Source: an optimization exercise on an open RTL-to-GDS flow (aim: small area, a short achievable clock period and few clock cycles). Production flows keep margins and buffers that such runs may drop. Only simulation tests tie the RTL to the original design; equivalence was not proved. Power and IR drop assume default switching activity.

[flow/design.v]
`default_nettype none
package hts_pkg;
    localparam int unsigned NUM_CORNERS = 8;
    localparam int unsigned NUM_MINS    = 6;
    localparam int unsigned MAX_TETS    = 6;
    localparam int unsigned TET_WIDTH   = 32;
    typedef logic [2:0] t_corner;
    typedef logic [2:0] t_tet_idx;
    typedef logic [1:0] t_nbits;
    typedef logic [2:0] t_diag;
    typedef enum logic [1:0] {
        ROT_NONE = 2'd0,
        ROT_120  = 2'd1,
        ROT_240  = 2'd2
    } t_rot;
    localparam t_tet_idx TET_LAST_FIVE = 3'd4;
    localparam t_tet_idx TET_LAST_SIX  = 3'd5;
    function automatic t_corner corner_perm(input t_corner r, input t_corner k);
        case ({r, k})
            6'd0: corner_perm = 3'd0; 6'd1: corner_perm = 3'd1; 6'd2: corner_perm = 3'd2; 6'd3: corner_perm = 3'd3;
            6'd4: corner_perm = 3'd4; 6'd5: corner_perm = 3'd5; 6'd6: corner_perm = 3'd6; 6'd7: corner_perm = 3'd7;
            6'd8: corner_perm = 3'd1; 6'd9: corner_perm = 3'd0; 6'd10: corner_perm = 3'd4; 6'd11: corner_perm = 3'd5;
            6'd12: corner_perm = 3'd2; 6'd13: corner_perm = 3'd3; 6'd14: corner_perm = 3'd7; 6'd15: corner_perm = 3'd6;
            6'd16: corner_perm = 3'd2; 6'd17: corner_perm = 3'd1; 6'd18: corner_perm = 3'd5; 6'd19: corner_perm = 3'd6;
            6'd20: corner_perm = 3'd3; 6'd21: corner_perm = 3'd0; 6'd22: corner_perm = 3'd4; 6'd23: corner_perm = 3'd7;
            6'd24: corner_perm = 3'd3; 6'd25: corner_perm = 3'd0; 6'd26: corner_perm = 3'd1; 6'd27: corner_perm = 3'd2;
            6'd28: corner_perm = 3'd7; 6'd29: corner_perm = 3'd4; 6'd30: corner_perm = 3'd5; 6'd31: corner_perm = 3'd6;
            6'd32: corner_perm = 3'd4; 6'd33: corner_perm = 3'd0; 6'd34: corner_perm = 3'd3; 6'd35: corner_perm = 3'd7;
            6'd36: corner_perm = 3'd5; 6'd37: corner_perm = 3'd1; 6'd38: corner_perm = 3'd2; 6'd39: corner_perm = 3'd6;
            6'd40: corner_perm = 3'd5; 6'd41: corner_perm = 3'd1; 6'd42: corner_perm = 3'd0; 6'd43: corner_perm = 3'd4;
            6'd44: corner_perm = 3'd6; 6'd45: corner_perm = 3'd2; 6'd46: corner_perm = 3'd3; 6'd47: corner_perm = 3'd7;
            6'd48: corner_perm = 3'd6; 6'd49: corner_perm = 3'd2; 6'd50: corner_perm = 3'd1; 6'd51: corner_perm = 3'd5;
            6'd52: corner_perm = 3'd7; 6'd53: corner_perm = 3'd3; 6'd54: corner_perm = 3'd0; 6'd55: corner_perm = 3'd4;
            6'd56: corner_perm = 3'd7; 6'd57: corner_perm = 3'd3; 6'd58: corner_perm = 3'd2; 6'd59: corner_perm = 3'd6;
            6'd60: corner_perm = 3'd4; 6'd61: corner_perm = 3'd0; 6'd62: corner_perm = 3'd1; 6'd63: corner_perm = 3'd5;
            default: corner_perm = 3'd0;
        endcase
    endfunction
    function automatic t_rot rot_of_bits(input t_diag bits);
        case (bits)
            3'd0: rot_of_bits = t_rot'(2'd0);
            3'd1: rot_of_bits = t_rot'(2'd1);
            3'd2: rot_of_bits = t_rot'(2'd2);
            3'd3: rot_of_bits = t_rot'(2'd0);
            3'd4: rot_of_bits = t_rot'(2'd0);
            3'd5: rot_of_bits = t_rot'(2'd2);
            3'd6: rot_of_bits = t_rot'(2'd1);
            3'd7: rot_of_bits = t_rot'(2'd0);
            default: rot_of_bits = t_rot'(2'd0);
        endcase
    endfunction
    function automatic t_corner split_tab(input t_nbits n, input t_tet_idx k, input logic [1:0] c);
        case ({n, k, c})
            7'd0: split_tab = 3'd0; 7'd1: split_tab = 3'd1; 7'd2: split_tab = 3'd2; 7'd3: split_tab = 3'd5;
            7'd4: split_tab = 3'd0; 7'd5: split_tab = 3'd2; 7'd6: split_tab = 3'd7; 7'd7: split_tab = 3'd5;
            7'd8: split_tab = 3'd0; 7'd9: split_tab = 3'd2; 7'd10: split_tab = 3'd3; 7'd11: split_tab = 3'd7;
            7'd12: split_tab = 3'd0; 7'd13: split_tab = 3'd5; 7'd14: split_tab = 3'd7; 7'd15: split_tab = 3'd4;
            7'd16: split_tab = 3'd2; 7'd17: split_tab = 3'd7; 7'd18: split_tab = 3'd5; 7'd19: split_tab = 3'd6;
            7'd20: split_tab = 3'd0; 7'd21: split_tab = 3'd0; 7'd22: split_tab = 3'd0; 7'd23: split_tab = 3'd0;
            7'd32: split_tab = 3'd0; 7'd33: split_tab = 3'd5; 7'd34: split_tab = 3'd7; 7'd35: split_tab = 3'd4;
            7'd36: split_tab = 3'd0; 7'd37: split_tab = 3'd1; 7'd38: split_tab = 3'd7; 7'd39: split_tab = 3'd5;
            7'd40: split_tab = 3'd1; 7'd41: split_tab = 3'd6; 7'd42: split_tab = 3'd7; 7'd43: split_tab = 3'd5;
            7'd44: split_tab = 3'd0; 7'd45: split_tab = 3'd7; 7'd46: split_tab = 3'd2; 7'd47: split_tab = 3'd3;
            7'd48: split_tab = 3'd0; 7'd49: split_tab = 3'd7; 7'd50: split_tab = 3'd1; 7'd51: split_tab = 3'd2;
            7'd52: split_tab = 3'd1; 7'd53: split_tab = 3'd7; 7'd54: split_tab = 3'd6; 7'd55: split_tab = 3'd2;
            7'd64: split_tab = 3'd0; 7'd65: split_tab = 3'd4; 7'd66: split_tab = 3'd5; 7'd67: split_tab = 3'd6;
            7'd68: split_tab = 3'd0; 7'd69: split_tab = 3'd3; 7'd70: split_tab = 3'd7; 7'd71: split_tab = 3'd6;
            7'd72: split_tab = 3'd0; 7'd73: split_tab = 3'd7; 7'd74: split_tab = 3'd4; 7'd75: split_tab = 3'd6;
            7'd76: split_tab = 3'd0; 7'd77: split_tab = 3'd1; 7'd78: split_tab = 3'd2; 7'd79: split_tab = 3'd5;
            7'd80: split_tab = 3'd0; 7'd81: split_tab = 3'd3; 7'd82: split_tab = 3'd6; 7'd83: split_tab = 3'd2;
            7'd84: split_tab = 3'd0; 7'd85: split_tab = 3'd6; 7'd86: split_tab = 3'd5; 7'd87: split_tab = 3'd2;
            7'd96: split_tab = 3'd0; 7'd97: split_tab = 3'd2; 7'd98: split_tab = 3'd3; 7'd99: split_tab = 3'd6;
            7'd100: split_tab = 3'd0; 7'd101: split_tab = 3'd3; 7'd102: split_tab = 3'd7; 7'd103: split_tab = 3'd6;
            7'd104: split_tab = 3'd0; 7'd105: split_tab = 3'd7; 7'd106: split_tab = 3'd4; 7'd107: split_tab = 3'd6;
            7'd108: split_tab = 3'd0; 7'd109: split_tab = 3'd5; 7'd110: split_tab = 3'd6; 7'd111: split_tab = 3'd4;
            7'd112: split_tab = 3'd1; 7'd113: split_tab = 3'd5; 7'd114: split_tab = 3'd6; 7'd115: split_tab = 3'd0;
            7'd116: split_tab = 3'd1; 7'd117: split_tab = 3'd6; 7'd118: split_tab = 3'd2; 7'd119: split_tab = 3'd0;
            default: split_tab = 3'd0;
        endcase
    endfunction
    function automatic t_corner rot_map(input t_rot rot, input t_corner l);
        case ({rot, l})
            5'b01_001: rot_map = 3'd4;
            5'b01_100: rot_map = 3'd3;
            5'b01_011: rot_map = 3'd1;
            5'b01_101: rot_map = 3'd7;
            5'b01_111: rot_map = 3'd2;
            5'b01_010: rot_map = 3'd5;
            5'b10_001: rot_map = 3'd3;
            5'b10_011: rot_map = 3'd4;
            5'b10_100: rot_map = 3'd1;
            5'b10_101: rot_map = 3'd2;
            5'b10_010: rot_map = 3'd7;
            5'b10_111: rot_map = 3'd5;
            default:   rot_map = l;
        endcase
    endfunction
    function automatic logic [1:0] cmp8(input logic [7:0] a, input logic [7:0] b);
        logic [7:0] l0, g0;
        logic [3:0] l1, g1;
        logic [1:0] l2, g2;
        l0 = ~a & b;
        g0 = a & ~b;
        for (int i = 0; i < 4; i++) begin
            l1[i] = l0[2*i+1] | (~g0[2*i+1] & l0[2*i]);
            g1[i] = g0[2*i+1] | (~l0[2*i+1] & g0[2*i]);
        end
        for (int i = 0; i < 2; i++) begin
            l2[i] = l1[2*i+1] | (~g1[2*i+1] & l1[2*i]);
            g2[i] = g1[2*i+1] | (~l1[2*i+1] & g1[2*i]);
        end
        cmp8[1] = l2[1] | (~g2[1] & l2[0]);
        cmp8[0] = g2[1] | (~l2[1] & g2[0]);
    endfunction
    function automatic t_nbits nbits(input t_diag d);
        case (d)
            3'b000:                 nbits = 2'd0;
            3'b001, 3'b010, 3'b100: nbits = 2'd1;
            3'b011, 3'b101, 3'b110: nbits = 2'd2;
            default:                nbits = 2'd3;
        endcase
    endfunction
    function automatic logic [7:0] onehot(input t_corner c);
        for (int i = 0; i < 8; i++) begin
            onehot[i] = (c == 3'(i));
        end
    endfunction
endpackage
`default_nettype wire
`default_nettype none
module hexahedron_to_tetrahedra_split #(
    parameter int unsigned INDEX_WIDTH = 32
) (
    input  logic                          i_clk,
    input  logic                          i_rst_n,
    input  logic                          i_valid,
    output logic                          o_stall,
    input  logic [INDEX_WIDTH-1:0]        i_vertex_0,
    input  logic [INDEX_WIDTH-1:0]        i_vertex_1,
    input  logic [INDEX_WIDTH-1:0]        i_vertex_2,
    input  logic [INDEX_WIDTH-1:0]        i_vertex_3,
    input  logic [INDEX_WIDTH-1:0]        i_vertex_4,
    input  logic [INDEX_WIDTH-1:0]        i_vertex_5,
    input  logic [INDEX_WIDTH-1:0]        i_vertex_6,
    input  logic [INDEX_WIDTH-1:0]        i_vertex_7,
    output logic                          o_valid,
    input  logic                          i_stall,
    output logic [hts_pkg::TET_WIDTH-1:0] o_tet_a,
    output logic [hts_pkg::TET_WIDTH-1:0] o_tet_b,
    output logic [hts_pkg::TET_WIDTH-1:0] o_tet_c,
    output logic [hts_pkg::TET_WIDTH-1:0] o_tet_d,
    output logic                          o_last_of_run
);
    localparam int unsigned W  = INDEX_WIDTH;
    localparam int unsigned NB = W / 8;        
    logic [7:0][W-1:0] w_in_v;
    assign w_in_v[0] = i_vertex_0;
    assign w_in_v[1] = i_vertex_1;
    assign w_in_v[2] = i_vertex_2;
    assign w_in_v[3] = i_vertex_3;
    assign w_in_v[4] = i_vertex_4;
    assign w_in_v[5] = i_vertex_5;
    assign w_in_v[6] = i_vertex_6;
    assign w_in_v[7] = i_vertex_7;
    logic [NB-1:0] r_ph;                    
    logic          r_done;                  
    logic          w_first;
    logic [7:0][7:0] w_byte;
    assign w_first = r_ph[0];
    always_comb begin
        for (int k = 0; k < 8; k++) begin
            w_byte[k] = '0;
            for (int b = 0; b < NB; b++) begin
                w_byte[k] = w_byte[k] | (w_in_v[k][8*b +: 8] & {8{r_ph[b]}});
            end
        end
    end
    logic [7:0][7:0] r_lt;
    function automatic logic is_edge(input int i, input int j);
        case (i * 8 + j)
            1, 3, 4, 10, 13, 19, 22, 31, 37, 39, 46, 55: is_edge = 1'b1;
            default: is_edge = 1'b0;
        endcase
    endfunction
    logic [7:0][7:0][1:0] w_cmp;
    always_comb begin
        w_cmp = '0;
        for (int x = 1; x < 8; x++) begin
            for (int y = 0; y < x; y++) begin
                w_cmp[x][y] = hts_pkg::cmp8(w_byte[x], w_byte[y]);
            end
        end
    end
    always_ff @(posedge i_clk) begin
        if (!r_done) begin
            for (int x = 1; x < 8; x++) begin
                for (int y = 0; y < x; y++) begin
                    r_lt[x][y] <= w_cmp[x][y][1] || (!w_cmp[x][y][0] && !w_first && r_lt[x][y]);
                    if (is_edge(y, x)) begin
                        r_lt[y][x] <= w_cmp[x][y][0] || (!w_cmp[x][y][1] && !w_first && r_lt[y][x]);
                    end
                end
            end
        end
    end
    logic [7:0]       w_win;                 
    logic [7:0][2:0]  w_dr;                  
    logic [3:0][7:0]  w_sel0;                
    hts_pkg::t_diag   w_bits;
    logic [7:0]       r_root;                
    hts_pkg::t_diag   r_bits;                
    logic [5:0]       r_k;                   
    logic [3:0][2:0]  s_loc;
    logic [3:0][7:0]  s_dec;
    logic [3:0][7:0]  s_sel;                 
    assign w_win[0] = !r_lt[1][0] && !r_lt[2][0] && !r_lt[3][0] && !r_lt[4][0] && !r_lt[5][0] && !r_lt[6][0] && !r_lt[7][0];
    assign w_dr[0][2] = (r_lt[1][2] || r_lt[6][2]) && (r_lt[1][5] || r_lt[6][5]);
    assign w_dr[0][1] = (r_lt[3][2] || r_lt[6][2]) && (r_lt[3][7] || r_lt[6][7]);
    assign w_dr[0][0] = (r_lt[4][5] || r_lt[6][5]) && (r_lt[4][7] || r_lt[6][7]);
    assign w_win[1] = r_lt[1][0] && !r_lt[2][1] && !r_lt[3][1] && !r_lt[4][1] && !r_lt[5][1] && !r_lt[6][1] && !r_lt[7][1];
    assign w_dr[1][2] = (r_lt[0][4] || r_lt[7][4]) && (r_lt[0][3] || r_lt[7][3]);
    assign w_dr[1][1] = (r_lt[5][4] || r_lt[7][4]) && (r_lt[5][6] || r_lt[7][6]);
    assign w_dr[1][0] = (r_lt[2][3] || r_lt[7][3]) && (r_lt[2][6] || r_lt[7][6]);
    assign w_win[2] = r_lt[2][0] && r_lt[2][1] && !r_lt[3][2] && !r_lt[4][2] && !r_lt[5][2] && !r_lt[6][2] && !r_lt[7][2];
    assign w_dr[2][2] = (r_lt[1][5] || r_lt[4][5]) && (r_lt[1][0] || r_lt[4][0]);
    assign w_dr[2][1] = (r_lt[6][5] || r_lt[4][5]) && (r_lt[6][7] || r_lt[4][7]);
    assign w_dr[2][0] = (r_lt[3][0] || r_lt[4][0]) && (r_lt[3][7] || r_lt[4][7]);
    assign w_win[3] = r_lt[3][0] && r_lt[3][1] && r_lt[3][2] && !r_lt[4][3] && !r_lt[5][3] && !r_lt[6][3] && !r_lt[7][3];
    assign w_dr[3][2] = (r_lt[0][1] || r_lt[5][1]) && (r_lt[0][4] || r_lt[5][4]);
    assign w_dr[3][1] = (r_lt[2][1] || r_lt[5][1]) && (r_lt[2][6] || r_lt[5][6]);
    assign w_dr[3][0] = (r_lt[7][4] || r_lt[5][4]) && (r_lt[7][6] || r_lt[5][6]);
    assign w_win[4] = r_lt[4][0] && r_lt[4][1] && r_lt[4][2] && r_lt[4][3] && !r_lt[5][4] && !r_lt[6][4] && !r_lt[7][4];
    assign w_dr[4][2] = (r_lt[0][3] || r_lt[2][3]) && (r_lt[0][1] || r_lt[2][1]);
    assign w_dr[4][1] = (r_lt[7][3] || r_lt[2][3]) && (r_lt[7][6] || r_lt[2][6]);
    assign w_dr[4][0] = (r_lt[5][1] || r_lt[2][1]) && (r_lt[5][6] || r_lt[2][6]);
    assign w_win[5] = r_lt[5][0] && r_lt[5][1] && r_lt[5][2] && r_lt[5][3] && r_lt[5][4] && !r_lt[6][5] && !r_lt[7][5];
    assign w_dr[5][2] = (r_lt[1][0] || r_lt[3][0]) && (r_lt[1][2] || r_lt[3][2]);
    assign w_dr[5][1] = (r_lt[4][0] || r_lt[3][0]) && (r_lt[4][7] || r_lt[3][7]);
    assign w_dr[5][0] = (r_lt[6][2] || r_lt[3][2]) && (r_lt[6][7] || r_lt[3][7]);
    assign w_win[6] = r_lt[6][0] && r_lt[6][1] && r_lt[6][2] && r_lt[6][3] && r_lt[6][4] && r_lt[6][5] && !r_lt[7][6];
    assign w_dr[6][2] = (r_lt[2][1] || r_lt[0][1]) && (r_lt[2][3] || r_lt[0][3]);
    assign w_dr[6][1] = (r_lt[5][1] || r_lt[0][1]) && (r_lt[5][4] || r_lt[0][4]);
    assign w_dr[6][0] = (r_lt[7][3] || r_lt[0][3]) && (r_lt[7][4] || r_lt[0][4]);
    assign w_win[7] = r_lt[7][0] && r_lt[7][1] && r_lt[7][2] && r_lt[7][3] && r_lt[7][4] && r_lt[7][5] && r_lt[7][6];
    assign w_dr[7][2] = (r_lt[3][2] || r_lt[1][2]) && (r_lt[3][0] || r_lt[1][0]);
    assign w_dr[7][1] = (r_lt[6][2] || r_lt[1][2]) && (r_lt[6][5] || r_lt[1][5]);
    assign w_dr[7][0] = (r_lt[4][0] || r_lt[1][0]) && (r_lt[4][5] || r_lt[1][5]);
    assign w_sel0[0] = w_win;
    assign w_sel0[1][0] = (w_win[1] && (w_dr[1] == 3'b000 || w_dr[1] == 3'b101)) || (w_win[2] && (w_dr[2] == 3'b100)) || (w_win[3] && (w_dr[3] == 3'b000 || w_dr[3] == 3'b101)) || (w_win[4] && (w_dr[4] == 3'b000 || w_dr[4] == 3'b101)) || (w_win[5] && (w_dr[5] == 3'b010 || w_dr[5] == 3'b111)) || (w_win[7] && (w_dr[7] == 3'b100));
    assign w_sel0[1][1] = (w_win[0] && (w_dr[0] == 3'b000 || w_dr[0] == 3'b101)) || (w_win[2] && (w_dr[2] == 3'b000 || w_dr[2] == 3'b101)) || (w_win[3] && (w_dr[3] == 3'b010 || w_dr[3] == 3'b111)) || (w_win[4] && (w_dr[4] == 3'b100)) || (w_win[5] && (w_dr[5] == 3'b000 || w_dr[5] == 3'b101)) || (w_win[6] && (w_dr[6] == 3'b010 || w_dr[6] == 3'b111));
    assign w_sel0[1][2] = (w_win[0] && (w_dr[0] == 3'b010 || w_dr[0] == 3'b111)) || (w_win[1] && (w_dr[1] == 3'b011)) || (w_win[3] && (w_dr[3] == 3'b110)) || (w_win[5] && (w_dr[5] == 3'b100)) || (w_win[6] && (w_dr[6] == 3'b000 || w_dr[6] == 3'b101)) || (w_win[7] && (w_dr[7] == 3'b010 || w_dr[7] == 3'b111));
    assign w_sel0[1][3] = (w_win[0] && (w_dr[0] == 3'b110)) || (w_win[1] && (w_dr[1] == 3'b100)) || (w_win[2] && (w_dr[2] == 3'b011)) || (w_win[4] && (w_dr[4] == 3'b010 || w_dr[4] == 3'b111)) || (w_win[6] && (w_dr[6] == 3'b100)) || (w_win[7] && (w_dr[7] == 3'b000 || w_dr[7] == 3'b101));
    assign w_sel0[1][4] = (w_win[0] && (w_dr[0] == 3'b011)) || (w_win[1] && (w_dr[1] == 3'b010 || w_dr[1] == 3'b111)) || (w_win[3] && (w_dr[3] == 3'b100)) || (w_win[5] && (w_dr[5] == 3'b110)) || (w_win[6] && (w_dr[6] == 3'b001)) || (w_win[7] && (w_dr[7] == 3'b011));
    assign w_sel0[1][5] = (w_win[0] && (w_dr[0] == 3'b100)) || (w_win[1] && (w_dr[1] == 3'b110)) || (w_win[2] && (w_dr[2] == 3'b010 || w_dr[2] == 3'b111)) || (w_win[4] && (w_dr[4] == 3'b011)) || (w_win[6] && (w_dr[6] == 3'b110)) || (w_win[7] && (w_dr[7] == 3'b001));
    assign w_sel0[1][6] = (w_win[1] && (w_dr[1] == 3'b001)) || (w_win[2] && (w_dr[2] == 3'b110)) || (w_win[3] && (w_dr[3] == 3'b001)) || (w_win[4] && (w_dr[4] == 3'b001)) || (w_win[5] && (w_dr[5] == 3'b011)) || (w_win[7] && (w_dr[7] == 3'b110));
    assign w_sel0[1][7] = (w_win[0] && (w_dr[0] == 3'b001)) || (w_win[2] && (w_dr[2] == 3'b001)) || (w_win[3] && (w_dr[3] == 3'b011)) || (w_win[4] && (w_dr[4] == 3'b110)) || (w_win[5] && (w_dr[5] == 3'b001)) || (w_win[6] && (w_dr[6] == 3'b011));
    assign w_sel0[2][0] = (w_win[2] && (w_dr[2] == 3'b010 || w_dr[2] == 3'b011)) || (w_win[5] && (w_dr[5] == 3'b000 || w_dr[5] == 3'b001 || w_dr[5] == 3'b101)) || (w_win[7] && (w_dr[7] == 3'b010 || w_dr[7] == 3'b011));
    assign w_sel0[2][1] = (w_win[3] && (w_dr[3] == 3'b000 || w_dr[3] == 3'b001 || w_dr[3] == 3'b101)) || (w_win[4] && (w_dr[4] == 3'b010 || w_dr[4] == 3'b011)) || (w_win[6] && (w_dr[6] == 3'b000 || w_dr[6] == 3'b001 || w_dr[6] == 3'b101));
    assign w_sel0[2][2] = (w_win[0] && (w_dr[0] == 3'b000 || w_dr[0] == 3'b001 || w_dr[0] == 3'b101)) || (w_win[3] && (w_dr[3] == 3'b111)) || (w_win[5] && (w_dr[5] == 3'b010 || w_dr[5] == 3'b011)) || (w_win[7] && (w_dr[7] == 3'b000 || w_dr[7] == 3'b001 || w_dr[7] == 3'b101));
    assign w_sel0[2][3] = (w_win[0] && (w_dr[0] == 3'b111)) || (w_win[1] && (w_dr[1] == 3'b010 || w_dr[1] == 3'b011)) || (w_win[4] && (w_dr[4] == 3'b000 || w_dr[4] == 3'b001 || w_dr[4] == 3'b101)) || (w_win[6] && (w_dr[6] == 3'b010 || w_dr[6] == 3'b011));
    assign w_sel0[2][4] = (w_win[1] && (w_dr[1] == 3'b000 || w_dr[1] == 3'b001 || w_dr[1] == 3'b101)) || (w_win[3] && (w_dr[3] == 3'b010 || w_dr[3] == 3'b011)) || (w_win[5] && (w_dr[5] == 3'b111)) || (w_win[6] && (w_dr[6] == 3'b100 || w_dr[6] == 3'b110));
    assign w_sel0[2][5] = (w_win[0] && (w_dr[0] == 3'b010 || w_dr[0] == 3'b011)) || (w_win[1] && (w_dr[1] == 3'b111)) || (w_win[2] && (w_dr[2] == 3'b000 || w_dr[2] == 3'b001 || w_dr[2] == 3'b101)) || (w_win[6] && (w_dr[6] == 3'b111)) || (w_win[7] && (w_dr[7] == 3'b100 || w_dr[7] == 3'b110));
    assign w_sel0[2][6] = (w_win[1] && (w_dr[1] == 3'b100 || w_dr[1] == 3'b110)) || (w_win[2] && (w_dr[2] == 3'b111)) || (w_win[3] && (w_dr[3] == 3'b100 || w_dr[3] == 3'b110)) || (w_win[4] && (w_dr[4] == 3'b100 || w_dr[4] == 3'b110)) || (w_win[7] && (w_dr[7] == 3'b111));
    assign w_sel0[2][7] = (w_win[0] && (w_dr[0] == 3'b100 || w_dr[0] == 3'b110)) || (w_win[2] && (w_dr[2] == 3'b100 || w_dr[2] == 3'b110)) || (w_win[4] && (w_dr[4] == 3'b111)) || (w_win[5] && (w_dr[5] == 3'b100 || w_dr[5] == 3'b110));
    assign w_sel0[3][0] = (w_win[1] && (w_dr[1] == 3'b010)) || (w_win[2] && (w_dr[2] == 3'b000)) || (w_win[3] && (w_dr[3] == 3'b010)) || (w_win[4] && (w_dr[4] == 3'b010)) || (w_win[6] && (w_dr[6] == 3'b011 || w_dr[6] == 3'b101 || w_dr[6] == 3'b110 || w_dr[6] == 3'b111)) || (w_win[7] && (w_dr[7] == 3'b000));
    assign w_sel0[3][1] = (w_win[0] && (w_dr[0] == 3'b010)) || (w_win[2] && (w_dr[2] == 3'b010)) || (w_win[4] && (w_dr[4] == 3'b000)) || (w_win[5] && (w_dr[5] == 3'b010)) || (w_win[7] && (w_dr[7] == 3'b011 || w_dr[7] == 3'b101 || w_dr[7] == 3'b110 || w_dr[7] == 3'b111));
    assign w_sel0[3][2] = (w_win[1] && (w_dr[1] == 3'b100)) || (w_win[3] && (w_dr[3] == 3'b001)) || (w_win[4] && (w_dr[4] == 3'b011 || w_dr[4] == 3'b101 || w_dr[4] == 3'b110 || w_dr[4] == 3'b111)) || (w_win[5] && (w_dr[5] == 3'b000)) || (w_win[6] && (w_dr[6] == 3'b010));
    assign w_sel0[3][3] = (w_win[0] && (w_dr[0] == 3'b001)) || (w_win[1] && (w_dr[1] == 3'b000)) || (w_win[2] && (w_dr[2] == 3'b100)) || (w_win[5] && (w_dr[5] == 3'b011 || w_dr[5] == 3'b101 || w_dr[5] == 3'b110 || w_dr[5] == 3'b111)) || (w_win[6] && (w_dr[6] == 3'b000)) || (w_win[7] && (w_dr[7] == 3'b010));
    assign w_sel0[3][4] = (w_win[0] && (w_dr[0] == 3'b100)) || (w_win[2] && (w_dr[2] == 3'b011 || w_dr[2] == 3'b101 || w_dr[2] == 3'b110 || w_dr[2] == 3'b111)) || (w_win[3] && (w_dr[3] == 3'b000)) || (w_win[5] && (w_dr[5] == 3'b001)) || (w_win[7] && (w_dr[7] == 3'b100));
    assign w_sel0[3][5] = (w_win[0] && (w_dr[0] == 3'b000)) || (w_win[1] && (w_dr[1] == 3'b001)) || (w_win[3] && (w_dr[3] == 3'b011 || w_dr[3] == 3'b101 || w_dr[3] == 3'b110 || w_dr[3] == 3'b111)) || (w_win[4] && (w_dr[4] == 3'b100)) || (w_win[6] && (w_dr[6] == 3'b001));
    assign w_sel0[3][6] = (w_win[0] && (w_dr[0] == 3'b011 || w_dr[0] == 3'b101 || w_dr[0] == 3'b110 || w_dr[0] == 3'b111)) || (w_win[2] && (w_dr[2] == 3'b001)) || (w_win[5] && (w_dr[5] == 3'b100)) || (w_win[7] && (w_dr[7] == 3'b001));
    assign w_sel0[3][7] = (w_win[1] && (w_dr[1] == 3'b011 || w_dr[1] == 3'b101 || w_dr[1] == 3'b110 || w_dr[1] == 3'b111)) || (w_win[3] && (w_dr[3] == 3'b100)) || (w_win[4] && (w_dr[4] == 3'b001)) || (w_win[6] && (w_dr[6] == 3'b100));
    assign s_loc[0][0] = (r_k[1] && (r_bits == 3'b010 || r_bits == 3'b100)) || (r_k[3] && (r_bits == 3'b111)) || (r_k[4] && (r_bits == 3'b010 || r_bits == 3'b100 || r_bits == 3'b111));
    assign s_loc[0][1] = (r_k[1] && (r_bits == 3'b010)) || (r_k[3] && (r_bits == 3'b000)) || (r_k[4] && (r_bits == 3'b010));
    assign s_loc[0][2] = (r_k[1] && (r_bits == 3'b001)) || (r_k[4] && (r_bits == 3'b001));
    assign s_loc[1][0] = (r_k[0] && (r_bits == 3'b010 || r_bits == 3'b011 || r_bits == 3'b100 || r_bits == 3'b110 || r_bits == 3'b111)) || (r_k[1] && (r_bits == 3'b011 || r_bits == 3'b101 || r_bits == 3'b111)) || (r_k[2] && (r_bits == 3'b000 || r_bits == 3'b010 || r_bits == 3'b011 || r_bits == 3'b100 || r_bits == 3'b101 || r_bits == 3'b111)) || (r_k[3] && (r_bits == 3'b000 || r_bits == 3'b010 || r_bits == 3'b011 || r_bits == 3'b100 || r_bits == 3'b110 || r_bits == 3'b111)) || (r_k[4] && (r_bits == 3'b010 || r_bits == 3'b100));
    assign s_loc[1][1] = (r_k[0] && (r_bits == 3'b000 || r_bits == 3'b010 || r_bits == 3'b011 || r_bits == 3'b111)) || (r_k[1] && (r_bits == 3'b000 || r_bits == 3'b001 || r_bits == 3'b010 || r_bits == 3'b011 || r_bits == 3'b100 || r_bits == 3'b110 || r_bits == 3'b111)) || (r_k[2] && (r_bits == 3'b001 || r_bits == 3'b100 || r_bits == 3'b101)) || (r_k[3] && (r_bits == 3'b000 || r_bits == 3'b001 || r_bits == 3'b011 || r_bits == 3'b100)) || (r_k[4] && (r_bits == 3'b001 || r_bits == 3'b011 || r_bits == 3'b100 || r_bits == 3'b101 || r_bits == 3'b110 || r_bits == 3'b111));
    assign s_loc[1][2] = (r_k[0] && (r_bits == 3'b001 || r_bits == 3'b101)) || (r_k[1] && (r_bits == 3'b001 || r_bits == 3'b010 || r_bits == 3'b011 || r_bits == 3'b100 || r_bits == 3'b101 || r_bits == 3'b111)) || (r_k[2] && (r_bits == 3'b000 || r_bits == 3'b010 || r_bits == 3'b100 || r_bits == 3'b110 || r_bits == 3'b111)) || (r_k[3] && (r_bits == 3'b000 || r_bits == 3'b010 || r_bits == 3'b100 || r_bits == 3'b101 || r_bits == 3'b111)) || (r_k[4] && (r_bits == 3'b010 || r_bits == 3'b011 || r_bits == 3'b100 || r_bits == 3'b101 || r_bits == 3'b110 || r_bits == 3'b111));
    assign s_loc[2][0] = (r_k[0] && (r_bits == 3'b000 || r_bits == 3'b010 || r_bits == 3'b011 || r_bits == 3'b100 || r_bits == 3'b101 || r_bits == 3'b111)) || (r_k[1] && (r_bits == 3'b000 || r_bits == 3'b010 || r_bits == 3'b100 || r_bits == 3'b101 || r_bits == 3'b110)) || (r_k[2] && (r_bits == 3'b000 || r_bits == 3'b001 || r_bits == 3'b010 || r_bits == 3'b101 || r_bits == 3'b110)) || (r_k[3] && (r_bits == 3'b000 || r_bits == 3'b010 || r_bits == 3'b100)) || (r_k[4] && (r_bits == 3'b011 || r_bits == 3'b110));
    assign s_loc[2][1] = (r_k[0] && (r_bits == 3'b000 || r_bits == 3'b001 || r_bits == 3'b011 || r_bits == 3'b100 || r_bits == 3'b110 || r_bits == 3'b111)) || (r_k[1] && (r_bits == 3'b000 || r_bits == 3'b001 || r_bits == 3'b100 || r_bits == 3'b110)) || (r_k[2] && (r_bits == 3'b000 || r_bits == 3'b010 || r_bits == 3'b011 || r_bits == 3'b100 || r_bits == 3'b101 || r_bits == 3'b111)) || (r_k[3] && (r_bits == 3'b010 || r_bits == 3'b011 || r_bits == 3'b101 || r_bits == 3'b110 || r_bits == 3'b111)) || (r_k[4] && (r_bits == 3'b001 || r_bits == 3'b010 || r_bits == 3'b100 || r_bits == 3'b101 || r_bits == 3'b110 || r_bits == 3'b111));
    assign s_loc[2][2] = (r_k[0] && (r_bits == 3'b000 || r_bits == 3'b010 || r_bits == 3'b011 || r_bits == 3'b100 || r_bits == 3'b101 || r_bits == 3'b111)) || (r_k[1] && (r_bits == 3'b010 || r_bits == 3'b011 || r_bits == 3'b100 || r_bits == 3'b111)) || (r_k[2] && (r_bits == 3'b000 || r_bits == 3'b001 || r_bits == 3'b010 || r_bits == 3'b101 || r_bits == 3'b110 || r_bits == 3'b111)) || (r_k[3] && (r_bits == 3'b000 || r_bits == 3'b001 || r_bits == 3'b011 || r_bits == 3'b101 || r_bits == 3'b110 || r_bits == 3'b111)) || (r_k[4] && (r_bits == 3'b001 || r_bits == 3'b010 || r_bits == 3'b011 || r_bits == 3'b100 || r_bits == 3'b110));
    assign s_loc[3][0] = (r_k[0] && (r_bits == 3'b000 || r_bits == 3'b001 || r_bits == 3'b100)) || (r_k[1] && (r_bits == 3'b000 || r_bits == 3'b001 || r_bits == 3'b100)) || (r_k[2] && (r_bits == 3'b001 || r_bits == 3'b011 || r_bits == 3'b100 || r_bits == 3'b110)) || (r_k[3] && (r_bits == 3'b001 || r_bits == 3'b010 || r_bits == 3'b101 || r_bits == 3'b110)) || (r_k[4] && (r_bits == 3'b001 || r_bits == 3'b010 || r_bits == 3'b101 || r_bits == 3'b110));
    assign s_loc[3][1] = (r_k[0] && (r_bits == 3'b001 || r_bits == 3'b010 || r_bits == 3'b011 || r_bits == 3'b101 || r_bits == 3'b110 || r_bits == 3'b111)) || (r_k[1] && (r_bits == 3'b000 || r_bits == 3'b001 || r_bits == 3'b010 || r_bits == 3'b011 || r_bits == 3'b101 || r_bits == 3'b110 || r_bits == 3'b111)) || (r_k[2] && (r_bits == 3'b100 || r_bits == 3'b101 || r_bits == 3'b110)) || (r_k[3] && (r_bits == 3'b000 || r_bits == 3'b010 || r_bits == 3'b011 || r_bits == 3'b100 || r_bits == 3'b101)) || (r_k[4] && (r_bits == 3'b010 || r_bits == 3'b011 || r_bits == 3'b100 || r_bits == 3'b101));
    assign s_loc[3][2] = (r_k[0] && (r_bits == 3'b000 || r_bits == 3'b001 || r_bits == 3'b011 || r_bits == 3'b100 || r_bits == 3'b101 || r_bits == 3'b110 || r_bits == 3'b111)) || (r_k[1] && (r_bits == 3'b000 || r_bits == 3'b001 || r_bits == 3'b011 || r_bits == 3'b100 || r_bits == 3'b101 || r_bits == 3'b110 || r_bits == 3'b111)) || (r_k[2] && (r_bits == 3'b000 || r_bits == 3'b010 || r_bits == 3'b011 || r_bits == 3'b110 || r_bits == 3'b111)) || (r_k[3] && (r_bits == 3'b000 || r_bits == 3'b001 || r_bits == 3'b010 || r_bits == 3'b101 || r_bits == 3'b110)) || (r_k[4] && (r_bits == 3'b001 || r_bits == 3'b010 || r_bits == 3'b101 || r_bits == 3'b110));
    assign s_dec[0] = hts_pkg::onehot(s_loc[0]);
    assign s_sel[0][0] = (r_root[0] && s_dec[0][0]) || (r_root[1] && s_dec[0][1]) || (r_root[2] && s_dec[0][5]) || (r_root[3] && s_dec[0][1]) || (r_root[4] && s_dec[0][1]) || (r_root[5] && s_dec[0][2]) || (r_root[6] && s_dec[0][6]) || (r_root[7] && s_dec[0][5]);
    assign s_sel[0][1] = (r_root[0] && s_dec[0][1]) || (r_root[1] && s_dec[0][0]) || (r_root[2] && s_dec[0][1]) || (r_root[3] && s_dec[0][2]) || (r_root[4] && s_dec[0][5]) || (r_root[5] && s_dec[0][1]) || (r_root[6] && s_dec[0][2]) || (r_root[7] && s_dec[0][6]);
    assign s_sel[0][2] = (r_root[0] && s_dec[0][2]) || (r_root[1] && s_dec[0][4]) || (r_root[2] && s_dec[0][0]) || (r_root[3] && s_dec[0][3]) || (r_root[4] && s_dec[0][6]) || (r_root[5] && s_dec[0][5]) || (r_root[6] && s_dec[0][1]) || (r_root[7] && s_dec[0][2]);
    assign s_sel[0][3] = (r_root[0] && s_dec[0][3]) || (r_root[1] && s_dec[0][5]) || (r_root[2] && s_dec[0][4]) || (r_root[3] && s_dec[0][0]) || (r_root[4] && s_dec[0][2]) || (r_root[5] && s_dec[0][6]) || (r_root[6] && s_dec[0][5]) || (r_root[7] && s_dec[0][1]);
    assign s_sel[0][4] = (r_root[0] && s_dec[0][4]) || (r_root[1] && s_dec[0][2]) || (r_root[2] && s_dec[0][6]) || (r_root[3] && s_dec[0][5]) || (r_root[4] && s_dec[0][0]) || (r_root[5] && s_dec[0][3]) || (r_root[6] && s_dec[0][7]) || (r_root[7] && s_dec[0][4]);
    assign s_sel[0][5] = (r_root[0] && s_dec[0][5]) || (r_root[1] && s_dec[0][3]) || (r_root[2] && s_dec[0][2]) || (r_root[3] && s_dec[0][6]) || (r_root[4] && s_dec[0][4]) || (r_root[5] && s_dec[0][0]) || (r_root[6] && s_dec[0][3]) || (r_root[7] && s_dec[0][7]);
    assign s_sel[0][6] = (r_root[0] && s_dec[0][6]) || (r_root[1] && s_dec[0][7]) || (r_root[2] && s_dec[0][3]) || (r_root[3] && s_dec[0][7]) || (r_root[4] && s_dec[0][7]) || (r_root[5] && s_dec[0][4]) || (r_root[6] && s_dec[0][0]) || (r_root[7] && s_dec[0][3]);
    assign s_sel[0][7] = (r_root[0] && s_dec[0][7]) || (r_root[1] && s_dec[0][6]) || (r_root[2] && s_dec[0][7]) || (r_root[3] && s_dec[0][4]) || (r_root[4] && s_dec[0][3]) || (r_root[5] && s_dec[0][7]) || (r_root[6] && s_dec[0][4]) || (r_root[7] && s_dec[0][0]);
    assign s_dec[1] = hts_pkg::onehot(s_loc[1]);
    assign s_sel[1][0] = (r_root[0] && s_dec[1][0]) || (r_root[1] && s_dec[1][1]) || (r_root[2] && s_dec[1][5]) || (r_root[3] && s_dec[1][1]) || (r_root[4] && s_dec[1][1]) || (r_root[5] && s_dec[1][2]) || (r_root[6] && s_dec[1][6]) || (r_root[7] && s_dec[1][5]);
    assign s_sel[1][1] = (r_root[0] && s_dec[1][1]) || (r_root[1] && s_dec[1][0]) || (r_root[2] && s_dec[1][1]) || (r_root[3] && s_dec[1][2]) || (r_root[4] && s_dec[1][5]) || (r_root[5] && s_dec[1][1]) || (r_root[6] && s_dec[1][2]) || (r_root[7] && s_dec[1][6]);
    assign s_sel[1][2] = (r_root[0] && s_dec[1][2]) || (r_root[1] && s_dec[1][4]) || (r_root[2] && s_dec[1][0]) || (r_root[3] && s_dec[1][3]) || (r_root[4] && s_dec[1][6]) || (r_root[5] && s_dec[1][5]) || (r_root[6] && s_dec[1][1]) || (r_root[7] && s_dec[1][2]);
    assign s_sel[1][3] = (r_root[0] && s_dec[1][3]) || (r_root[1] && s_dec[1][5]) || (r_root[2] && s_dec[1][4]) || (r_root[3] && s_dec[1][0]) || (r_root[4] && s_dec[1][2]) || (r_root[5] && s_dec[1][6]) || (r_root[6] && s_dec[1][5]) || (r_root[7] && s_dec[1][1]);
    assign s_sel[1][4] = (r_root[0] && s_dec[1][4]) || (r_root[1] && s_dec[1][2]) || (r_root[2] && s_dec[1][6]) || (r_root[3] && s_dec[1][5]) || (r_root[4] && s_dec[1][0]) || (r_root[5] && s_dec[1][3]) || (r_root[6] && s_dec[1][7]) || (r_root[7] && s_dec[1][4]);
    assign s_sel[1][5] = (r_root[0] && s_dec[1][5]) || (r_root[1] && s_dec[1][3]) || (r_root[2] && s_dec[1][2]) || (r_root[3] && s_dec[1][6]) || (r_root[4] && s_dec[1][4]) || (r_root[5] && s_dec[1][0]) || (r_root[6] && s_dec[1][3]) || (r_root[7] && s_dec[1][7]);
    assign s_sel[1][6] = (r_root[0] && s_dec[1][6]) || (r_root[1] && s_dec[1][7]) || (r_root[2] && s_dec[1][3]) || (r_root[3] && s_dec[1][7]) || (r_root[4] && s_dec[1][7]) || (r_root[5] && s_dec[1][4]) || (r_root[6] && s_dec[1][0]) || (r_root[7] && s_dec[1][3]);
    assign s_sel[1][7] = (r_root[0] && s_dec[1][7]) || (r_root[1] && s_dec[1][6]) || (r_root[2] && s_dec[1][7]) || (r_root[3] && s_dec[1][4]) || (r_root[4] && s_dec[1][3]) || (r_root[5] && s_dec[1][7]) || (r_root[6] && s_dec[1][4]) || (r_root[7] && s_dec[1][0]);
    assign s_dec[2] = hts_pkg::onehot(s_loc[2]);
    assign s_sel[2][0] = (r_root[0] && s_dec[2][0]) || (r_root[1] && s_dec[2][1]) || (r_root[2] && s_dec[2][5]) || (r_root[3] && s_dec[2][1]) || (r_root[4] && s_dec[2][1]) || (r_root[5] && s_dec[2][2]) || (r_root[6] && s_dec[2][6]) || (r_root[7] && s_dec[2][5]);
    assign s_sel[2][1] = (r_root[0] && s_dec[2][1]) || (r_root[1] && s_dec[2][0]) || (r_root[2] && s_dec[2][1]) || (r_root[3] && s_dec[2][2]) || (r_root[4] && s_dec[2][5]) || (r_root[5] && s_dec[2][1]) || (r_root[6] && s_dec[2][2]) || (r_root[7] && s_dec[2][6]);
    assign s_sel[2][2] = (r_root[0] && s_dec[2][2]) || (r_root[1] && s_dec[2][4]) || (r_root[2] && s_dec[2][0]) || (r_root[3] && s_dec[2][3]) || (r_root[4] && s_dec[2][6]) || (r_root[5] && s_dec[2][5]) || (r_root[6] && s_dec[2][1]) || (r_root[7] && s_dec[2][2]);
    assign s_sel[2][3] = (r_root[0] && s_dec[2][3]) || (r_root[1] && s_dec[2][5]) || (r_root[2] && s_dec[2][4]) || (r_root[3] && s_dec[2][0]) || (r_root[4] && s_dec[2][2]) || (r_root[5] && s_dec[2][6]) || (r_root[6] && s_dec[2][5]) || (r_root[7] && s_dec[2][1]);
    assign s_sel[2][4] = (r_root[0] && s_dec[2][4]) || (r_root[1] && s_dec[2][2]) || (r_root[2] && s_dec[2][6]) || (r_root[3] && s_dec[2][5]) || (r_root[4] && s_dec[2][0]) || (r_root[5] && s_dec[2][3]) || (r_root[6] && s_dec[2][7]) || (r_root[7] && s_dec[2][4]);
    assign s_sel[2][5] = (r_root[0] && s_dec[2][5]) || (r_root[1] && s_dec[2][3]) || (r_root[2] && s_dec[2][2]) || (r_root[3] && s_dec[2][6]) || (r_root[4] && s_dec[2][4]) || (r_root[5] && s_dec[2][0]) || (r_root[6] && s_dec[2][3]) || (r_root[7] && s_dec[2][7]);
    assign s_sel[2][6] = (r_root[0] && s_dec[2][6]) || (r_root[1] && s_dec[2][7]) || (r_root[2] && s_dec[2][3]) || (r_root[3] && s_dec[2][7]) || (r_root[4] && s_dec[2][7]) || (r_root[5] && s_dec[2][4]) || (r_root[6] && s_dec[2][0]) || (r_root[7] && s_dec[2][3]);
    assign s_sel[2][7] = (r_root[0] && s_dec[2][7]) || (r_root[1] && s_dec[2][6]) || (r_root[2] && s_dec[2][7]) || (r_root[3] && s_dec[2][4]) || (r_root[4] && s_dec[2][3]) || (r_root[5] && s_dec[2][7]) || (r_root[6] && s_dec[2][4]) || (r_root[7] && s_dec[2][0]);
    assign s_dec[3] = hts_pkg::onehot(s_loc[3]);
    assign s_sel[3][0] = (r_root[0] && s_dec[3][0]) || (r_root[1] && s_dec[3][1]) || (r_root[2] && s_dec[3][5]) || (r_root[3] && s_dec[3][1]) || (r_root[4] && s_dec[3][1]) || (r_root[5] && s_dec[3][2]) || (r_root[6] && s_dec[3][6]) || (r_root[7] && s_dec[3][5]);
    assign s_sel[3][1] = (r_root[0] && s_dec[3][1]) || (r_root[1] && s_dec[3][0]) || (r_root[2] && s_dec[3][1]) || (r_root[3] && s_dec[3][2]) || (r_root[4] && s_dec[3][5]) || (r_root[5] && s_dec[3][1]) || (r_root[6] && s_dec[3][2]) || (r_root[7] && s_dec[3][6]);
    assign s_sel[3][2] = (r_root[0] && s_dec[3][2]) || (r_root[1] && s_dec[3][4]) || (r_root[2] && s_dec[3][0]) || (r_root[3] && s_dec[3][3]) || (r_root[4] && s_dec[3][6]) || (r_root[5] && s_dec[3][5]) || (r_root[6] && s_dec[3][1]) || (r_root[7] && s_dec[3][2]);
    assign s_sel[3][3] = (r_root[0] && s_dec[3][3]) || (r_root[1] && s_dec[3][5]) || (r_root[2] && s_dec[3][4]) || (r_root[3] && s_dec[3][0]) || (r_root[4] && s_dec[3][2]) || (r_root[5] && s_dec[3][6]) || (r_root[6] && s_dec[3][5]) || (r_root[7] && s_dec[3][1]);
    assign s_sel[3][4] = (r_root[0] && s_dec[3][4]) || (r_root[1] && s_dec[3][2]) || (r_root[2] && s_dec[3][6]) || (r_root[3] && s_dec[3][5]) || (r_root[4] && s_dec[3][0]) || (r_root[5] && s_dec[3][3]) || (r_root[6] && s_dec[3][7]) || (r_root[7] && s_dec[3][4]);
    assign s_sel[3][5] = (r_root[0] && s_dec[3][5]) || (r_root[1] && s_dec[3][3]) || (r_root[2] && s_dec[3][2]) || (r_root[3] && s_dec[3][6]) || (r_root[4] && s_dec[3][4]) || (r_root[5] && s_dec[3][0]) || (r_root[6] && s_dec[3][3]) || (r_root[7] && s_dec[3][7]);
    assign s_sel[3][6] = (r_root[0] && s_dec[3][6]) || (r_root[1] && s_dec[3][7]) || (r_root[2] && s_dec[3][3]) || (r_root[3] && s_dec[3][7]) || (r_root[4] && s_dec[3][7]) || (r_root[5] && s_dec[3][4]) || (r_root[6] && s_dec[3][0]) || (r_root[7] && s_dec[3][3]);
    assign s_sel[3][7] = (r_root[0] && s_dec[3][7]) || (r_root[1] && s_dec[3][6]) || (r_root[2] && s_dec[3][7]) || (r_root[3] && s_dec[3][4]) || (r_root[4] && s_dec[3][3]) || (r_root[5] && s_dec[3][7]) || (r_root[6] && s_dec[3][4]) || (r_root[7] && s_dec[3][0]);
    always_comb begin
        w_bits = '0;
        for (int i = 0; i < 8; i++) begin
            if (w_win[i]) begin
                w_bits = w_bits | w_dr[i];
            end
        end
    end
    logic [7:0][W-1:0]     r_v;
    logic                  r_vld;
    logic                  r_last;
    logic [3:0][7:0]       r_sel;                  
    logic w_free;
    logic w_load;
    logic w_take;
    logic w_start;
    assign w_take  = r_vld && !i_stall;
    assign w_start = !r_vld || r_last;             
    assign w_free  = !r_vld || (r_last && !i_stall);
    assign o_stall = !(r_done && w_free);
    assign w_load  = i_valid && r_done && w_free;
    logic s_last;
    assign s_last = (r_k[3] && r_bits == 3'd0) || r_k[4];
    always_ff @(posedge i_clk) begin
        if (!i_rst_n) begin
            r_vld  <= 1'b0;
            r_ph   <= NB'(1);
            r_done <= 1'b0;
        end else begin
            if (w_load) begin
                r_vld <= 1'b1;
            end else if (w_take && r_last) begin
                r_vld <= 1'b0;
            end
            if (w_load) begin
                r_ph   <= NB'(1);
                r_done <= 1'b0;
            end else if (i_valid && !r_done) begin
                r_ph   <= {r_ph[NB-2:0], r_ph[NB-1]};
                r_done <= r_ph[NB-1];
            end
        end
    end
    always_ff @(posedge i_clk) begin
        if (r_done && w_free) begin
            r_v    <= w_in_v;
            r_bits <= w_bits;
            r_root <= w_win;
        end
        if (w_load || w_take) begin
            if (w_start) begin
                r_k    <= 6'b000001;
                r_sel  <= w_sel0;
                r_last <= 1'b0;
            end else begin
                r_k    <= {r_k[4:0], 1'b0};
                r_sel  <= s_sel;
                r_last <= s_last;
            end
        end
    end
    logic [3:0][W-1:0] w_tet;
    always_comb begin
        w_tet = '0;
        for (int c = 0; c < 4; c++) begin
            for (int k = 0; k < 8; k++) begin
                w_tet[c] = w_tet[c] | (r_v[k] & {W{r_sel[c][k]}});
            end
        end
    end
    assign o_valid       = r_vld;
    assign o_last_of_run = r_last;
    assign o_tet_a       = w_tet[0];
    assign o_tet_b       = w_tet[1];
    assign o_tet_c       = w_tet[2];
    assign o_tet_d       = w_tet[3];
endmodule
`default_nettype wire
[flow/run.sh]
#!/bin/bash
# synth_recipe.tcl (not shown) runs the flow's synth.tcl, then flattens the netlist and writes it again
# the make line also repeats each setting of config.mk as NAME=value (left out here)
make -C /OpenROAD-flow-scripts/flow DESIGN_CONFIG=/design/flow/config.mk WORK_HOME=/design/flow/orfs CLKGATE_MAP_FILE= SYNTH_SCRIPT=/design/flow/synth_recipe.tcl finish
[flow/config.mk]
export PLATFORM = sky130hd
export DESIGN_NAME = hexahedron_to_tetrahedra_split
export DESIGN_NICKNAME = hexahedron_to_tetrahedra_split
export VERILOG_FILES = /design/flow/design.v
export SDC_FILE = /design/flow/constraint.sdc
export NUM_CORES = 4
export LEC_CHECK = 0
export CAP_MARGIN = 20
export CORE_MARGIN = 2
export CORE_UTILIZATION = 40
export SLEW_MARGIN = 20
[flow/constraint.sdc]
create_clock -name core_clock -period 6.5 [get_ports {i_clk}]
set_input_delay 1.3000 -clock core_clock [delete_from_list [all_inputs] [get_ports {i_clk}]]
set_output_delay 1.3000 -clock core_clock [all_outputs]
set_load 0.01 [all_outputs]
==> out/summary.txt, run 1 <==
Critical path fanouts, max - 18
Final min period - 4.82 ns
Initial Util - 40.2%
Number of synthesized flops with an enable pin - 345
Post-synthesis cell count - 2635
Most frequent cells in the layout - 633 x a22oi_1, 390 x clkdlybuf4s50_1, 345 x edfxtp_1
Fin. max-slew vios - 0
DIE AREA - 65100 sq um
Synth unique cells - 90
Multi-input gate area - 13500 sq um
Sequential fraction of the synthesis area - 41.5%
Worst min path class - flop to flop
Period utilization - 74.2%
Endpoints failing setup - 0
Global-route met2 utilization - 61.2%
Core Region - 62700 sq um
Hold Vio Cnt, Final - 0
# port buffers - 390
Post-synth top area cell - edfxtp_1
Fin Setup TNS - 0 ns
Clock skew - 0.0296 ns
Layout cells sized above 1 - 6.87%
Max-cap check violation count - 0
Area Overhead vs Synth - 23.9%
Required time at the worst-slack endpoint - 5.20 ns
DRT iter0 DRCs - 6769
Crit. End Element - primary output
Pwr per Cell Area - 231 nW/um^2
Clk sinks - 351
Vias in the first global route - 26900
Met3 Usage GRT - 16.8%
Clock tree buffer depth - 3
First-pass GRT wire length - 206 mm
# rows - 92
RD Place Congestion - 1.05
Vias - 29700
Most common cell after layout, fill and taps aside - a22oi_1
Clock buffer count from CTS - 44
CTS root buf - clkbuf_16
Die Ht - 255 um
CTS tree - built
Clock Latency Late Sink - 0.61 ns
Largest net degree at the start of global routing - 155
Reg clk slew, reported paths - 0.06 ns
Leakage - 10.1 nW
Cell Area, Placed - 29600 sq um
Top-area cell type share of the netlist area - 41.1%
Detail Placement HPWL - 104 mm
Yosys reg bits - 351
Critical path class - flop to primary output
VDD IR-drop max - 164 uV
Vias per Instance - 7.87
Final WL - 151 mm
Final instance area - 31300 sq um
DRC - 0
Sequential Area - 10500 sq um
Synthesized Nets - 2897
Synth Flop Type - edfxtp_1
Synth area leaders - edfxtp_1 41%, a22oi_1 19%, nand4_1 3.5%
FILL cells - 5773
M1 GR Usage - 59.3%
F_max - 0.207 GHz
Synthesized cell area - 25200 sq um
Gr busiest metal - met2
Post-CTS resize count - 0
Pin slew with the least headroom to its limit - 1.30 ns
GRT overflow - 0
H-tree levels - 2
Drt pass-1 iters - 13
Postcts setup bufs - 0
Crit path launch type - flop
I/O Pins - 391
Drt wl/cell - 40.0 um
Status - timing/DRC/antenna clean
Syn_area_per_cell - 9.58 sq um
Die W - 255 um
Antenna-violating nets left - 0
Relative slew slack - 13.4%
Initial antenna violation count - 12
Gr usage total - 44.5%
Worst Path Arrival - 3.52 ns
RSZ-0062 raised after global routing - false
Fraction of registers with async set/reset - 0%
Synth warn - 1
Hold_buf cts - 0
Layout net count - 3147
registers in the layout, indices dropped and copies added, names as in the netlist:
name,flops
r_vld,1
r_sel,32
r_done,1
r_k,5
r_ph,4
r_root,8
r_bits,3
r_last,1
r_lt,40
r_v,256
cells by family (layout without fill, tap and decap cells):
| logic type | after synthesis | after routing | share of synthesized area [%] |
|---|---|---|---|
| muxes | 38 | 38 | 1.64 |
| DFF | 351 | 351 | 41.5 |
| adders and majority gates | 103 | 103 | 4.21 |
| and+or+nand+nor | 645 | 645 | 12.7 |
| other | 0 | 16 | 0 |
| buffers and inverters | 285 | 563 | 4.99 |
| xor gates and xnor gates | 4 | 4 | 0.139 |
| AOI/OAI and AO/OA | 1209 | 1209 | 34.8 |
cells in the mapped netlist, types with 11 or more instances:
| master | number |
|---|---|
| a22oi_1 | 633 |
| edfxtp_1 | 345 |
| nand2_1 | 190 |
| clkbuf_1 | 187 |
| nand4_1 | 141 |
| nor2_1 | 126 |
| a21oi_1 | 121 |
| o21ai_0 | 96 |
| maj3_1 | 81 |
| o22ai_1 | 57 |
| and2_1 | 51 |
| buf_2 | 41 |
| nand3_1 | 36 |
| nor3_1 | 35 |
| a211oi_1 | 32 |
| o211ai_1 | 32 |
| mux2i_1 | 30 |
| a22o_1 | 28 |
| a31oi_1 | 26 |
| inv_1 | 25 |
| o221ai_1 | 22 |
| maj3_2 | 20 |
| a221oi_1 | 18 |
| o2111ai_1 | 16 |
| a221o_1 | 14 |
| buf_4 | 13 |
| buf_6 | 12 |
| a21o_1 | 11 |
| o22a_1 | 11 |
cell type report:
type	instances	share of cell area [%]
clock inverter	27	1.31
antenna	16	0.128
sequential	351	33.6
multi-input combinational	1999	43.2
clock buffer	47	3.56
timing repair buffer	462	14.5
inverter	27	0.336
tap	846	3.39
power breakdown:
group	leakage, nW	switching (W)	internal, W	total [W]
clock	0.733	0.00109	0.00163	0.00272
combinational	6.15	0.00108	0.000605	0.00169
sequential	3.21	0.000210	0.00260	0.00281
critical path, stage by stage (launching register included):
cell	delay, ns
edfxtp_1	1.21
buf_4	0.57
a22oi_1	0.12
nand4_1	0.37
clkdlybuf4s50_1	0.65
through the flow:
| stage | worst slack (ns) | cells | hold WS [ns] | util [%] | total power, W |
|---|---|---|---|---|---|
| finish | 1.68 | 3775 | 0.563 | 49.8 | 0.00721 |
| global route | 1.80 | 3765 | 0.584 | 49.8 | 0.00734 |
| CTS | 1.87 | 3754 | 0.560 | 49.6 | 0.00711 |
| detailed placement | 1.93 | 3680 | 0.549 | 47.2 | 0.00444 |
| global placement | 1.98 | 3679 | 0.545 | 47.2 | 0.00444 |
| floorplan | 0.528 | 2635 | 0.499 | - | 0.00367 |
layer usage:
layer,up-vias,routed length [um]
met4,8,11200
met1,14200,55500
met2,3236,60000
li1,11400,-
met3,848,24200
met5,-,130
path summary, 6_finish.rpt:
check,startpoint,endpoint,slack (ns),depth (start not counted)
max,r_sel[31],o_tet_d[10],1.68,4
min,r_done,r_done,0.56,2
max reg2reg,r_ph[2],r_lt[35],2.23,9
min reg2reg,r_done,r_done,0.56,2
Testbench counts, summed over its fixed seeds: cycles 18,491.
==> run 2: changes to the inputs <==
==> flow/flow/run.sh (new file) <==
#!/bin/bash
# Standard layout, with the port buffers made of plain buf_1 cells instead of
# the default delay buffers. Every tool's output goes to a log in this folder.
set -euo pipefail
echo 'export BUFFER_PORTS_ARGS = -buffer_cell sky130_fd_sc_hd__buf_1' >> config.mk
bash standard.sh > standard_flow.log 2>&1
==> flow/standard.sh (new file) <==
#!/bin/bash
# synth_recipe.tcl (not shown) runs the flow's synth.tcl, then flattens the netlist and writes it again
# the make line also repeats each setting of config.mk as NAME=value (left out here)
make -C /OpenROAD-flow-scripts/flow DESIGN_CONFIG=/design/flow/config.mk WORK_HOME=/design/flow/orfs CLKGATE_MAP_FILE= SYNTH_SCRIPT=/design/flow/synth_recipe.tcl "${@:-finish}"
--- a/flow/config.mk
+++ b/flow/config.mk
@@ -9,3 +9,4 @@
 export CORE_MARGIN = 2
 export CORE_UTILIZATION = 40
 export SLEW_MARGIN = 20
+export BUFFER_PORTS_ARGS = -buffer_cell sky130_fd_sc_hd__buf_1
removed: flow/run.sh
==> out/summary.txt, run 2 <==
Top reg by flops - r_v
Syn_area_per_cell - 9.58 sq um (unchanged)
Clock skew - 0.0243 ns (-0.00532 ns)
Count leader, synth - a22oi_1
DIE AREA - 65100 sq um (unchanged)
Synth Area in XOR/XNOR - 0.139% (unchanged)
Worst min path class - flop to flop
Status - timing/DRC/antenna clean
Endpoints failing setup - 0 (unchanged)
Clock buffer count from CTS - 44 (unchanged)
Synth warn - 1 (unchanged)
Post-synthesis cell count - 2635 (unchanged)
CP max stage cell - edfxtp_1
Required time at the worst-slack endpoint - 5.20 ns (about the same)
RD Place Congestion - 1.06 (+1.1%)
DRC - 0 (unchanged)
Fraction of registers with async set/reset - 0% (unchanged)
Drt wl/cell - 38.7 um (-3.3%)
Most frequent cells in the layout - 633 x a22oi_1, 390 x buf_1, 345 x edfxtp_1
Commonest cells in the netlist - 633 x a22oi_1, 345 x edfxtp_1, 190 x nand2_1
Compound-Gate Fraction of Synth Area - 34.8% (unchanged)
Sequential Area - 10500 sq um (unchanged)
Number of synthesized flops with an enable pin - 345 (unchanged)
Initial antenna violation count - 12 (unchanged)
Antenna-violating nets left - 0 (unchanged)
Most common cell after layout, fill and taps aside - a22oi_1
Synth Flop Type - edfxtp_1
Multi-input gate area - 13500 sq um (unchanged)
Critical-path cell list - buf_4, a22oi_1, nand4_1, buf_1
Synth unique cells - 90 (unchanged)
Clock tree buffer depth - 3 (unchanged)
CTS tree - built
Combinational family with the most area after synthesis - compound AO/OA/AOI/OAI gates
Worst Path Arrival - 3.09 ns (-0.43 ns)
GRT overflow - 0 (unchanged)
Crit. End Element - primary output
Post-synth top area cell - edfxtp_1
Reg clk slew, reported paths - 0.07 ns (about the same)
RSZ-0062 raised after global routing - false
Adder-Cell Fraction of Synth Area - 4.21% (unchanged)
Synth Area in Simple Gates - 12.7% (unchanged)
H-tree levels - 2 (unchanged)
# port buffers - 390 (unchanged)
Post-CTS resize count - 0 (unchanged)
Period utilization - 67.5% (-6.6 points)
Die Ht - 255 um (unchanged)
I/O Pins - 391 (unchanged)
CTS root buf - clkbuf_16
WP buf/inv - 2 (unchanged)
Vias per Instance - 7.81 (-0.82%)
Vias in the first global route - 27200 (+1.2%)
Initial Util - 40.2% (unchanged)
Synthesized Nets - 2897 (unchanged)
Detail Placement HPWL - 101 mm (-2.8%)
Gr usage total - 43.2% (-1.3 points)
Pin slew with the least headroom to its limit - 1.28 ns (-0.0183 ns)
Max-cap check violation count - 0 (unchanged)
Fin. max-slew vios - 0 (unchanged)
VDD IR-drop max - 171 uV (+4.3%)
Relative slew slack - 14.6% (+1.2 points)
Post-synthesis mux area share - 1.64% (unchanged)
Synth area leaders - edfxtp_1 41%, a22oi_1 19%, nand4_1 3.5%
Die W - 255 um (unchanged)
Sequential fraction of the synthesis area - 41.5% (unchanged)
Final min period - 4.39 ns (-0.430 ns)
First-pass GRT wire length - 202 mm (-2.1%)
Drt pass-1 iters - 12 (-1)
Largest regs - r_v (256), r_lt (40), r_sel (32)
Layout cells sized above 1 - 7.14% (+0.27 points)
Yosys reg bits - 351 (unchanged)
FILL cells - 6031 (+4.5%)
Top-area cell type share of the netlist area - 41.1% (unchanged)
Hold Vio Cnt, Final - 0 (unchanged)
Critical path class - flop to primary output
Synthesized cell area - 25200 sq um (unchanged)
Area Overhead vs Synth - 14.3%
Postcts setup bufs - 0 (unchanged)
DRT iter0 DRCs - 6643 (-1.9%)
F_max - 0.228 GHz (+9.8%)
Max incr delay on CP - 1.20 ns (about the same)
Leakage - 9.02 nW (-11%)
Crit path max-delay family - flip-flops
Post-layout util - 46.0% (-3.9 points)
Clk sinks - 351 (unchanged)
Layout net count - 3156 (+0.29%)
Crit path launch type - flop
Critical path fanouts, max - 20 (+2)
Core Region - 62700 sq um (unchanged)
Hold_buf cts - 0 (unchanged)
# rows - 92 (unchanged)
Largest net degree at the start of global routing - 160 (+3.2%)
Max FFs per register - 256 (unchanged)
Clock Latency Late Sink - 0.61 ns (about the same)
Vias - 29600 (-0.48%)
Pwr per Cell Area - 238 nW/um^2 (+3.3%)
Final WL - 147 mm (-3.0%)
Fin Setup TNS - 0 ns (unchanged)
run 2: cell types whose count changed in the layout (fill, tap and decap cells not counted), sizes merged:
cell,previous run,this run
clkinv,13,21
diode,16,13
buf,72,470
clkdlybuf4s50,390,0
inv,27,26
clkbuf,47,55
bufinv,10,4
clkinvlp,4,3
run 2: kinds of logic after synthesis:
kind of cell               Yosys count
AOI/OAI and AO/OA                 1209
and+or+nand+nor                    645
DFF                                351
buffers and inverters              285
adders and majority gates          103
muxes                               38
xor gates and xnor gates             4
run 2: final cells by class:
type,count,area share [%]
multi-input cells,1999,46.8
flip-flops and latches,351,36.4
repair buffers,471,7.71
clock buffers,54,4.02
well taps,846,3.67
clock inverters,27,0.881
inverters,27,0.365
diodes,13,0.113
run 2: worst min-delay path, stage by stage (launching register included):
cell	delay (ns)
dfxtp_1	0.36
a21oi_1	0.14
nor2_1	0.05
run 2: layer usage:
metal  wire [um]  vias up  track usage, %  part of all wire, %
li1            -    11500               -                    -
met1       53200    14000            56.3                   36
met2       57500     3184            58.7                   39
met3       24100      873            17.9                   16
met4       11700        6            27.2                  8.0
met5          34        -           0.526                0.023
run 2: final timing paths:
kind              startpoint     endpoint  slack, ns  cells after the start
setup / recovery   r_sel[31]  o_tet_d[10]       2.11                      4
hold / removal        r_done       r_done       0.59                      2
setup reg to reg   r_bits[2]    r_sel[21]       2.53                      8
hold reg to reg       r_done       r_done       0.59                      2
run 2: power breakdown:
part	switching (W)	internal, W
sequential	0.000199	0.00260
combinational	0.00107	0.000492
clock	0.00108	0.00143
run 2: stage by stage:
| step | cells | worst slack, ns | hold slack (ns) | instance area (sq um) | total power, W |
|---|---|---|---|---|---|
| floorplan | 2635 | 0.528 | 0.499 | 25200 | 0.00367 |
| global placement | 3677 | 2.26 | 0.567 | 27100 | 0.00429 |
| detailed placement | 3683 | 2.23 | 0.585 | 27200 | 0.00429 |
| CTS | 3764 | 2.24 | 0.595 | 28600 | 0.00677 |
| global route | 3783 | 2.21 | 0.643 | 28800 | 0.00701 |
| finish | 3788 | 2.11 | 0.595 | 28800 | 0.00687 |

-- re-timing with driven ports --
How much do the figures lean on ideal ports? The routed layouts below were timed once more, with nothing changed but the port constraints. Step 1, drivers: a clkbuf_16 drives i_clk and a buf_2 each remaining input, both assumed. Step 2 times the ports against the registers' clock, not the clock port: input delays grow and output delays shrink by t, the midpoint of the rising clock arrivals with the driver on. a / b / c = ideal ports / drivers / drivers and shift; a / b = the first two.
| run | t, ns | setup WS [ns] | worst setup path at the end |
|---|---|---|---|
| run 1 | 0.657 | 1.680 / 1.615 / 1.857 | input to register |
| run 2 | 0.661 | 2.110 / 2.045 / 2.280 | input to register |
After both steps every run listed still meets setup and hold.
